What follows belongs to an exercise in optimizing a design on an open flow for small area, a short achievable clock period and few clock cycles per item; a production flow would make more cautious choices. At most, simulation tests tie the RTL to the original design; equivalence was not proved. Power is estimated from default activity; no workload was simulated.

Design dns_query_echo_answer_builder_unit, start of the top module:
module dns_query_echo_answer_builder_unit (
  input  logic        clk,
  input  logic        rst,
  input  logic        cfg_write,
  input  logic        cfg_index,
  input  logic [31:0] cfg_data,
  input  logic        in_valid,
  output logic        in_stall,
  input  logic [7:0]  query_byte,
  input  logic        query_last,
  input  logic        client_is_v6,
  input  logic [63:0] client_addr_hi,
  input  logic [63:0] client_addr_lo,
  output logic        out_valid,
  input  logic        out_stall,
  output logic [7:0]  reply_byte,
  output logic        reply_last,
  output logic        reply_error
);
Size: about 860 cells after synthesis, roughly 190 I/O pins, about 11000 um2 of cells after synthesis.
export LEC_CHECK = 0
export CAP_MARGIN = 20
export CORE_MARGIN = 2
export CORE_UTILIZATION = 60
export CTS_BUF_LIST = sky130_fd_sc_hd__clkbuf_16
export CTS_CLUSTER_DIAMETER = 80
export CTS_CLUSTER_SIZE = 30
export SETUP_SLACK_MARGIN = 4.0
export SLEW_MARGIN = 20
export TNS_END_PERCENT = 0
create_clock -name core_clock -period 6.0 [get_ports {clk}]
standard.sh (not shown) runs the stock make flow with config.mk's settings and CLKGATE_MAP_FILE= SYNTH_SCRIPT=/design/flow/synth_recipe.tcl, a recipe that flattens the netlist after the stock synthesis.
==> flow/flow/run.sh <==
#!/bin/bash
# The standard ORFS layout (the standard.sh), with two changes:
#  - plain buffers (buf_1, sized up later by repair) on the input and output
#    ports instead of the delay cell that buffer_ports picks by default;
#  - clock tree synthesis without dummy loads (same clustering and buffer
#    settings as config.mk).
# make's full output goes to flow_standard.log; ORFS keeps each step's log
# under orfs/logs/.
set -euo pipefail
export BUFFER_PORTS_ARGS="-buffer_cell sky130_fd_sc_hd__buf_1"
export CTS_ARGS="-sink_clustering_enable -repair_clock_nets -sink_clustering_size 30 -sink_clustering_max_diameter 80 -buf_list sky130_fd_sc_hd__clkbuf_16 -dont_use_dummy_load"
bash standard.sh finish > flow_standard.log 2>&1
Next try:
--- a/flow/design.v
+++ b/flow/design.v
@@ -66,47 +66,46 @@
   logic [7:0]            hdr_const;
   logic                  hdr_over;
   logic                  at_class_lo;
   assign in_stall    = stall_q;
   assign accept      = in_valid && !stall_q;
   assign produce     = (phase != dnsqeab_pkg::PhDrop);
   assign push        = accept && produce;
   assign at_class_lo = (phase == dnsqeab_pkg::PhClassLo);
   assign err         = count[dnsqeab_pkg::CountWidth-1] || (query_last && !at_class_lo);
   logic [7:0]   qtype_hi, qtype_lo, class_hi;
   logic [63:0]  addr_hi, addr_lo;
   logic         cap_v6;
-  logic         cap_a;      
-  logic         cap_aaaa;   
-  assign has_rec = !client_is_v6 || ({qtype_hi, qtype_lo} == dnsqeab_pkg::QtypeAaaa);
+  logic         is_aaaa, is_a;
+  assign is_aaaa = ({qtype_hi, qtype_lo} == dnsqeab_pkg::QtypeAaaa);
+  assign is_a    = ({qtype_hi, qtype_lo} == dnsqeab_pkg::QtypeA);
+  assign has_rec = !client_is_v6 || is_aaaa;
   assign hdr_over  = (phase == dnsqeab_pkg::PhHeader) && !count[3] && count[1];
   assign hdr_const = count[2] ? {7'd0, count[0]}
                               : (count[0] ? reply_flags[7:0] : reply_flags[15:8]);
   always_comb begin
     if (err)           e_data = 8'h00;
     else if (hdr_over) e_data = hdr_const;
     else               e_data = query_byte;
   end
   assign e_last = err || (at_class_lo && !has_rec);
   assign e_rec  = !err && at_class_lo && has_rec;
   always_ff @(posedge clk) begin
     if (phase == dnsqeab_pkg::PhTypeHi)  qtype_hi <= query_byte;
     if (phase == dnsqeab_pkg::PhTypeLo)  qtype_lo <= query_byte;
     if (phase == dnsqeab_pkg::PhClassHi) class_hi <= query_byte;
     if (at_class_lo) begin
       addr_hi <= client_addr_hi;
       addr_lo <= client_addr_lo;
-      cap_v6   <= client_is_v6;
-      cap_a    <= !client_is_v6 && ({qtype_hi, qtype_lo} == dnsqeab_pkg::QtypeA);
-      cap_aaaa <= ({qtype_hi, qtype_lo} == dnsqeab_pkg::QtypeAaaa);
+      cap_v6  <= client_is_v6;
     end
   end
   always_comb begin
     phase_next = phase;
     if (accept) begin
       if (query_last) begin
         phase_next = dnsqeab_pkg::PhHeader;
       end else if (produce) begin
         if (err) begin
           phase_next = dnsqeab_pkg::PhDrop;
         end else begin
           case (phase)
@@ -164,36 +163,36 @@
     end else begin
       case (rec_pos[3:0])
         4'd4:    rec_byte = 8'hC0;
         4'd5:    rec_byte = 8'h0C;
         4'd6:    rec_byte = qtype_hi;
         4'd7:    rec_byte = qtype_lo;
         4'd8:    rec_byte = class_hi;
         4'd9:    rec_byte = skid_data;
         4'd10:   rec_byte = answer_ttl[31:24];
         4'd11:   rec_byte = answer_ttl[23:16];
         4'd12:   rec_byte = answer_ttl[15:8];
         4'd13:   rec_byte = answer_ttl[7:0];
-        4'd15:   rec_byte = cap_a ? 8'h04 : (cap_aaaa ? 8'h10 : 8'h00);
+        4'd15:   rec_byte = (is_a && !cap_v6) ? 8'h04 : (is_aaaa ? 8'h10 : 8'h00);
         default: rec_byte = 8'h00;
       endcase
     end
   end
   assign rec_end = (rec_pos == 5'd31) ||
-                   ((rec_pos == dnsqeab_pkg::RecDlenLo) && !cap_a && !cap_aaaa);
+                   ((rec_pos == dnsqeab_pkg::RecDlenLo) && !(is_a && !cap_v6) && !is_aaaa);
   always_ff @(posedge clk) begin
     if (rec_start) begin
       label_pos <= {3'd0, dnsqeab_pkg::RecFirst};
     end else if (advance && rec_active) begin
-      label_pos <= {3'd0, ((rec_pos == dnsqeab_pkg::RecDlenLo) && cap_a)
+      label_pos <= {3'd0, ((rec_pos == dnsqeab_pkg::RecDlenLo) && is_a && !cap_v6)
                           ? dnsqeab_pkg::RecV4Addr : rec_pos + 1'b1};
     end else if (accept && (phase == dnsqeab_pkg::PhLen)) begin
       label_pos <= query_byte;
     end else if (accept && (phase == dnsqeab_pkg::PhBody)) begin
       label_pos <= label_pos - 1'b1;
     end
   end
   always_ff @(posedge clk) begin
     if (!skid_valid && !rec_active) begin
       skid_data <= e_data;
       skid_last <= e_last;
       skid_err  <= err;
Effect:
- wire length came out lower by 5.8%
- first-iteration DRC count came out lower by 8.5%
- clock-buffer cell count is unchanged
- total power came out higher by 14%
- worst setup slack improved by 0.0030 ns
- fmax hardly moves
- global-route usage came out lower by 1.9 points
- hold slack got worse by 0.011 ns
- non-clock buffer count came out lower by 7
- final cell count hardly moves
- critical path depth is unchanged
- flip-flop and latch count came out lower by 2
- cell area came out lower by about 1.1%
Function was not checked in any run of this note: the RTL went through the layout flow alone.

* * *

Setup of pepper:
The RTL this note starts from:
==> flow/design.v <==
package dnsqeab_pkg;
  localparam int MaxQueryBytes = 512;
  localparam int CountWidth    = $clog2(MaxQueryBytes + 1);
  localparam logic [15:0] QtypeA    = 16'h0001;
  localparam logic [15:0] QtypeAaaa = 16'h001C;
  localparam logic [15:0] ResetReplyFlags = 16'h8180;
  localparam logic [31:0] ResetAnswerTtl  = 32'd30;
  localparam logic CfgReplyFlags = 1'b0;
  localparam logic CfgAnswerTtl  = 1'b1;
  localparam logic [2:0] PhHeader  = 3'd0;
  localparam logic [2:0] PhLen     = 3'd1;
  localparam logic [2:0] PhBody    = 3'd2;
  localparam logic [2:0] PhTypeHi  = 3'd3;
  localparam logic [2:0] PhTypeLo  = 3'd4;
  localparam logic [2:0] PhClassHi = 3'd5;
  localparam logic [2:0] PhClassLo = 3'd6;
  localparam logic [2:0] PhDrop    = 3'd7;
  localparam logic [4:0] RecFirst   = 5'd4;
  localparam logic [4:0] RecDlenLo  = 5'd15;
  localparam logic [4:0] RecV4Addr  = 5'd28;
endpackage
module dns_query_echo_answer_builder_unit (
  input  logic        clk,
  input  logic        rst,
  input  logic        cfg_write,
  input  logic        cfg_index,
  input  logic [31:0] cfg_data,
  input  logic        in_valid,
  output logic        in_stall,
  input  logic [7:0]  query_byte,
  input  logic        query_last,
  input  logic        client_is_v6,
  input  logic [63:0] client_addr_hi,
  input  logic [63:0] client_addr_lo,
  output logic        out_valid,
  input  logic        out_stall,
  output logic [7:0]  reply_byte,
  output logic        reply_last,
  output logic        reply_error
);
  logic [15:0] reply_flags;
  logic [31:0] answer_ttl;
  always_ff @(posedge clk) begin
    if (rst) begin
      reply_flags <= dnsqeab_pkg::ResetReplyFlags;
      answer_ttl  <= dnsqeab_pkg::ResetAnswerTtl;
    end else if (cfg_write) begin
      if (cfg_index == dnsqeab_pkg::CfgReplyFlags) reply_flags <= cfg_data[15:0];
      else                                         answer_ttl  <= cfg_data;
    end
  end
  logic [2:0]            phase;
  logic [2:0]            phase_next;
  logic [dnsqeab_pkg::CountWidth-1:0] count;       
  logic [7:0]            label_pos;   
  logic                  stall_q;
  logic                  skid_valid;
  logic                  accept;
  logic                  produce;
  logic                  err;
  logic                  has_rec;
  logic                  push;
  logic [7:0]            e_data;
  logic                  e_last;
  logic                  e_rec;
  logic [7:0]            hdr_const;
  logic                  hdr_over;
  logic                  at_class_lo;
  assign in_stall    = stall_q;
  assign accept      = in_valid && !stall_q;
  assign produce     = (phase != dnsqeab_pkg::PhDrop);
  assign push        = accept && produce;
  assign at_class_lo = (phase == dnsqeab_pkg::PhClassLo);
  assign err         = count[dnsqeab_pkg::CountWidth-1] || (query_last && !at_class_lo);
  logic [7:0]   qtype_hi, qtype_lo, class_hi;
  logic [63:0]  addr_hi, addr_lo;
  logic         cap_v6;
  logic         is_aaaa, is_a;
  assign is_aaaa = ({qtype_hi, qtype_lo} == dnsqeab_pkg::QtypeAaaa);
  assign is_a    = ({qtype_hi, qtype_lo} == dnsqeab_pkg::QtypeA);
  assign has_rec = !client_is_v6 || is_aaaa;
  assign hdr_over  = (phase == dnsqeab_pkg::PhHeader) && !count[3] && count[1];
  assign hdr_const = count[2] ? {7'd0, count[0]}
                              : (count[0] ? reply_flags[7:0] : reply_flags[15:8]);
  always_comb begin
    if (err)           e_data = 8'h00;
    else if (hdr_over) e_data = hdr_const;
    else               e_data = query_byte;
  end
  assign e_last = err || (at_class_lo && !has_rec);
  assign e_rec  = !err && at_class_lo && has_rec;
  always_ff @(posedge clk) begin
    if (phase == dnsqeab_pkg::PhTypeHi)  qtype_hi <= query_byte;
    if (phase == dnsqeab_pkg::PhTypeLo)  qtype_lo <= query_byte;
    if (phase == dnsqeab_pkg::PhClassHi) class_hi <= query_byte;
    if (at_class_lo) begin
      addr_hi <= client_addr_hi;
      addr_lo <= client_addr_lo;
      cap_v6  <= client_is_v6;
    end
  end
  always_comb begin
    phase_next = phase;
    if (accept) begin
      if (query_last) begin
        phase_next = dnsqeab_pkg::PhHeader;
      end else if (produce) begin
        if (err) begin
          phase_next = dnsqeab_pkg::PhDrop;
        end else begin
          case (phase)
            dnsqeab_pkg::PhHeader:  if (count[3:0] == 4'd11) phase_next = dnsqeab_pkg::PhLen;
            dnsqeab_pkg::PhLen:     phase_next = (query_byte == 8'h00) ? dnsqeab_pkg::PhTypeHi
                                                                       : dnsqeab_pkg::PhBody;
            dnsqeab_pkg::PhBody:    if (label_pos == 8'd1) phase_next = dnsqeab_pkg::PhLen;
            dnsqeab_pkg::PhTypeHi:  phase_next = dnsqeab_pkg::PhTypeLo;
            dnsqeab_pkg::PhTypeLo:  phase_next = dnsqeab_pkg::PhClassHi;
            dnsqeab_pkg::PhClassHi: phase_next = dnsqeab_pkg::PhClassLo;
            default:                phase_next = dnsqeab_pkg::PhDrop;
          endcase
        end
      end
    end
  end
  always_ff @(posedge clk) begin
    if (rst) begin
      phase <= dnsqeab_pkg::PhHeader;
      count <= '0;
    end else begin
      phase <= phase_next;
      if (accept) begin
        if (query_last)   count <= '0;
        else if (produce) count <= count + 1'b1;
      end
    end
  end
  logic       rec_active;
  logic       rec_active_next;
  logic       skid_valid_next;
  logic [7:0] skid_data;
  logic       skid_last, skid_err, skid_rec;
  logic       advance;
  logic       rec_start;
  logic [4:0] rec_pos;
  logic [7:0] rec_byte;
  logic       rec_end;
  logic [3:0] ai;
  logic [7:0] addr_byte;
  logic [127:0] addr_all;
  assign advance   = !out_valid || !out_stall;
  assign rec_pos   = label_pos[4:0];
  assign rec_start = advance && !rec_active && (skid_valid ? skid_rec : (push && e_rec));
  assign ai        = rec_pos[3:0];
  assign addr_all  = {addr_hi, addr_lo};
  always_comb begin
    addr_byte = addr_all[8*(15 - ai) +: 8];
    if (!cap_v6 && ai < 4'd12) addr_byte = (ai >= 4'd10) ? 8'hFF : 8'h00;
  end
  always_comb begin
    if (rec_pos[4]) begin
      rec_byte = addr_byte;
    end else begin
      case (rec_pos[3:0])
        4'd4:    rec_byte = 8'hC0;
        4'd5:    rec_byte = 8'h0C;
        4'd6:    rec_byte = qtype_hi;
        4'd7:    rec_byte = qtype_lo;
        4'd8:    rec_byte = class_hi;
        4'd9:    rec_byte = skid_data;
        4'd10:   rec_byte = answer_ttl[31:24];
        4'd11:   rec_byte = answer_ttl[23:16];
        4'd12:   rec_byte = answer_ttl[15:8];
        4'd13:   rec_byte = answer_ttl[7:0];
        4'd15:   rec_byte = (is_a && !cap_v6) ? 8'h04 : (is_aaaa ? 8'h10 : 8'h00);
        default: rec_byte = 8'h00;
      endcase
    end
  end
  assign rec_end = (rec_pos == 5'd31) ||
                   ((rec_pos == dnsqeab_pkg::RecDlenLo) && !(is_a && !cap_v6) && !is_aaaa);
  always_ff @(posedge clk) begin
    if (rec_active) begin
      if (advance) begin
        label_pos <= {3'd0, ((rec_pos == dnsqeab_pkg::RecDlenLo) && is_a && !cap_v6)
                            ? dnsqeab_pkg::RecV4Addr : rec_pos + 1'b1};
      end
    end else if (phase == dnsqeab_pkg::PhLen) begin
      label_pos <= query_byte;
    end else if (phase == dnsqeab_pkg::PhBody) begin
      if (accept) label_pos <= label_pos - 1'b1;
    end else begin
      label_pos <= {3'd0, dnsqeab_pkg::RecFirst};
    end
  end
  always_ff @(posedge clk) begin
    if (!skid_valid && !rec_active) begin
      skid_data <= e_data;
      skid_last <= e_last;
      skid_err  <= err;
      skid_rec  <= e_rec;
    end
  end
  always_ff @(posedge clk) begin
    if (advance) begin
      if (rec_active) begin
        reply_byte  <= rec_byte;
        reply_last  <= rec_end;
        reply_error <= 1'b0;
      end else if (skid_valid) begin
        reply_byte  <= skid_data;
        reply_last  <= skid_last;
        reply_error <= skid_err;
      end else begin
        reply_byte  <= e_data;
        reply_last  <= e_last;
        reply_error <= err;
      end
    end
  end
  always_comb begin
    skid_valid_next = skid_valid;
    if (!skid_valid) skid_valid_next = push && (!advance || rec_active);
    else if (advance && !rec_active) skid_valid_next = 1'b0;
    rec_active_next = rec_active;
    if (advance) begin
      if (rec_start) rec_active_next = 1'b1;
      else if (rec_active && rec_end) rec_active_next = 1'b0;
    end
  end
  always_ff @(posedge clk) begin
    if (rst) begin
      out_valid  <= 1'b0;
      skid_valid <= 1'b0;
      rec_active <= 1'b0;
      stall_q    <= 1'b0;
    end else begin
      skid_valid <= skid_valid_next;
      rec_active <= rec_active_next;
      stall_q    <= skid_valid_next || (rec_active_next && (phase_next != dnsqeab_pkg::PhDrop));
      if (advance) out_valid <= rec_active || skid_valid || push;
    end
  end
endmodule
Settings: LEC_CHECK=0, CAP_MARGIN=20, CORE_MARGIN=2, CORE_UTILIZATION=60, CTS_BUF_LIST=sky130_fd_sc_hd__clkbuf_16, CTS_CLUSTER_DIAMETER=80, CTS_CLUSTER_SIZE=30, SETUP_SLACK_MARGIN=4.0, SLEW_MARGIN=20, TNS_END_PERCENT=0; clock period 6.0 ns.
Scripts as last shown in full above: flow/flow/run.sh
The following lists how indigo was set up differently from pepper:
-- flow/design.v --
<<< pepper, line 180
                   ((rec_pos == dnsqeab_pkg::RecDlenLo) && !(is_a && !cap_v6) && !is_aaaa);
  always_ff @(posedge clk) begin
    if (rec_active) begin
      if (advance) begin
        label_pos <= {3'd0, ((rec_pos == dnsqeab_pkg::RecDlenLo) && is_a && !cap_v6)
                            ? dnsqeab_pkg::RecV4Addr : rec_pos + 1'b1};
      end
    end else if (phase == dnsqeab_pkg::PhLen) begin
      label_pos <= query_byte;
    end else if (phase == dnsqeab_pkg::PhBody) begin
      if (accept) label_pos <= label_pos - 1'b1;
    end else begin
      label_pos <= {3'd0, dnsqeab_pkg::RecFirst};
    end
  end
>>> indigo, line 180
                   ((rec_pos == dnsqeab_pkg::RecDlenLo) && !(is_a && !cap_v6) && !is_aaaa);
  always_ff @(posedge clk) begin
    if (rec_start) begin
      label_pos <= {3'd0, dnsqeab_pkg::RecFirst};
    end else if (advance && rec_active) begin
      label_pos <= {3'd0, ((rec_pos == dnsqeab_pkg::RecDlenLo) && is_a && !cap_v6)
                          ? dnsqeab_pkg::RecV4Addr : rec_pos + 1'b1};
    end else if (accept && (phase == dnsqeab_pkg::PhLen)) begin
      label_pos <= query_byte;
    end else if (accept && (phase == dnsqeab_pkg::PhBody)) begin
      label_pos <= label_pos - 1'b1;
    end
  end
--- outcome ---
- indigo: PASS, flow complete, no timing, DRC or antenna violations
- Diff indigo..pepper | adder-cell share of the synthesized area | negligible
- indigo ends up with higher fraction of area in multi-input gates than pepper does.
- Diff pepper -> indigo | count of multi-input combinational gates | up by a few percent
- cap_v6$_DFFE_PP_ as the critical path startpoint was reported by pepper, and reply_byte[3]$_DFFE_PN_ by indigo.
- Against pepper as the reference, indigo delivers a lower number of buffers other than clock buffers in the final layout.
- Summary of indigo over pepper: number of violations reported at the end of detailed-routing iteration 0 went up by 1.2%, final worst-path cycle share went down by 1.7 points, proportion of power drawn by the clock network went down by 4.3 points.
- Post-route cell area essentially unchanged between indigo and pepper.
- Looking at indigo and pepper, the area of the mapped netlist is a wash.
- pepper -> indigo: wire length increased by a few percent
- Comparing indigo and pepper, number of buffers and inverters on the critical path is higher on indigo.
Testbench counts of indigo, summed over its fixed seeds: cycles 28,244, queries 512.
No functional check of the RTL was part of pepper.

## what the ideal ports hide
In the flow no input, the clock included, has a driving cell. The finished layouts below were timed again as built, in two steps.
Step 1: set_driving_cell puts a clkbuf_16 on clk and a buf_2 on each other input, an assumption about the parent block.
Step 2 adds t to the input delays and takes it off the output delays; t is the mean of the earliest and latest rising clock arrival at the registers after step 1. Input paths then give back, and output paths get back, about the clock's delay inside the block.
Slacks: no drivers / after step 1 / after step 2; pairs: no drivers / after step 1.
run	t, ns	setup WS [ns]	worst setup path after step 2
the first run of note 1	0.520	3.711 / 3.666 / 3.271	input to register
the second run of note 1	0.510	3.714 / 3.666 / 3.324	input to register
pepper	0.511	3.621 / 3.621 / 3.179	input to register
indigo	0.516	3.723 / 3.676 / 3.268	input to register
After both steps setup and hold are still met in every run listed. The setup slack of indigo, which loses most, moves by -0.047 ns with the drivers and by -0.455 ns with both steps.
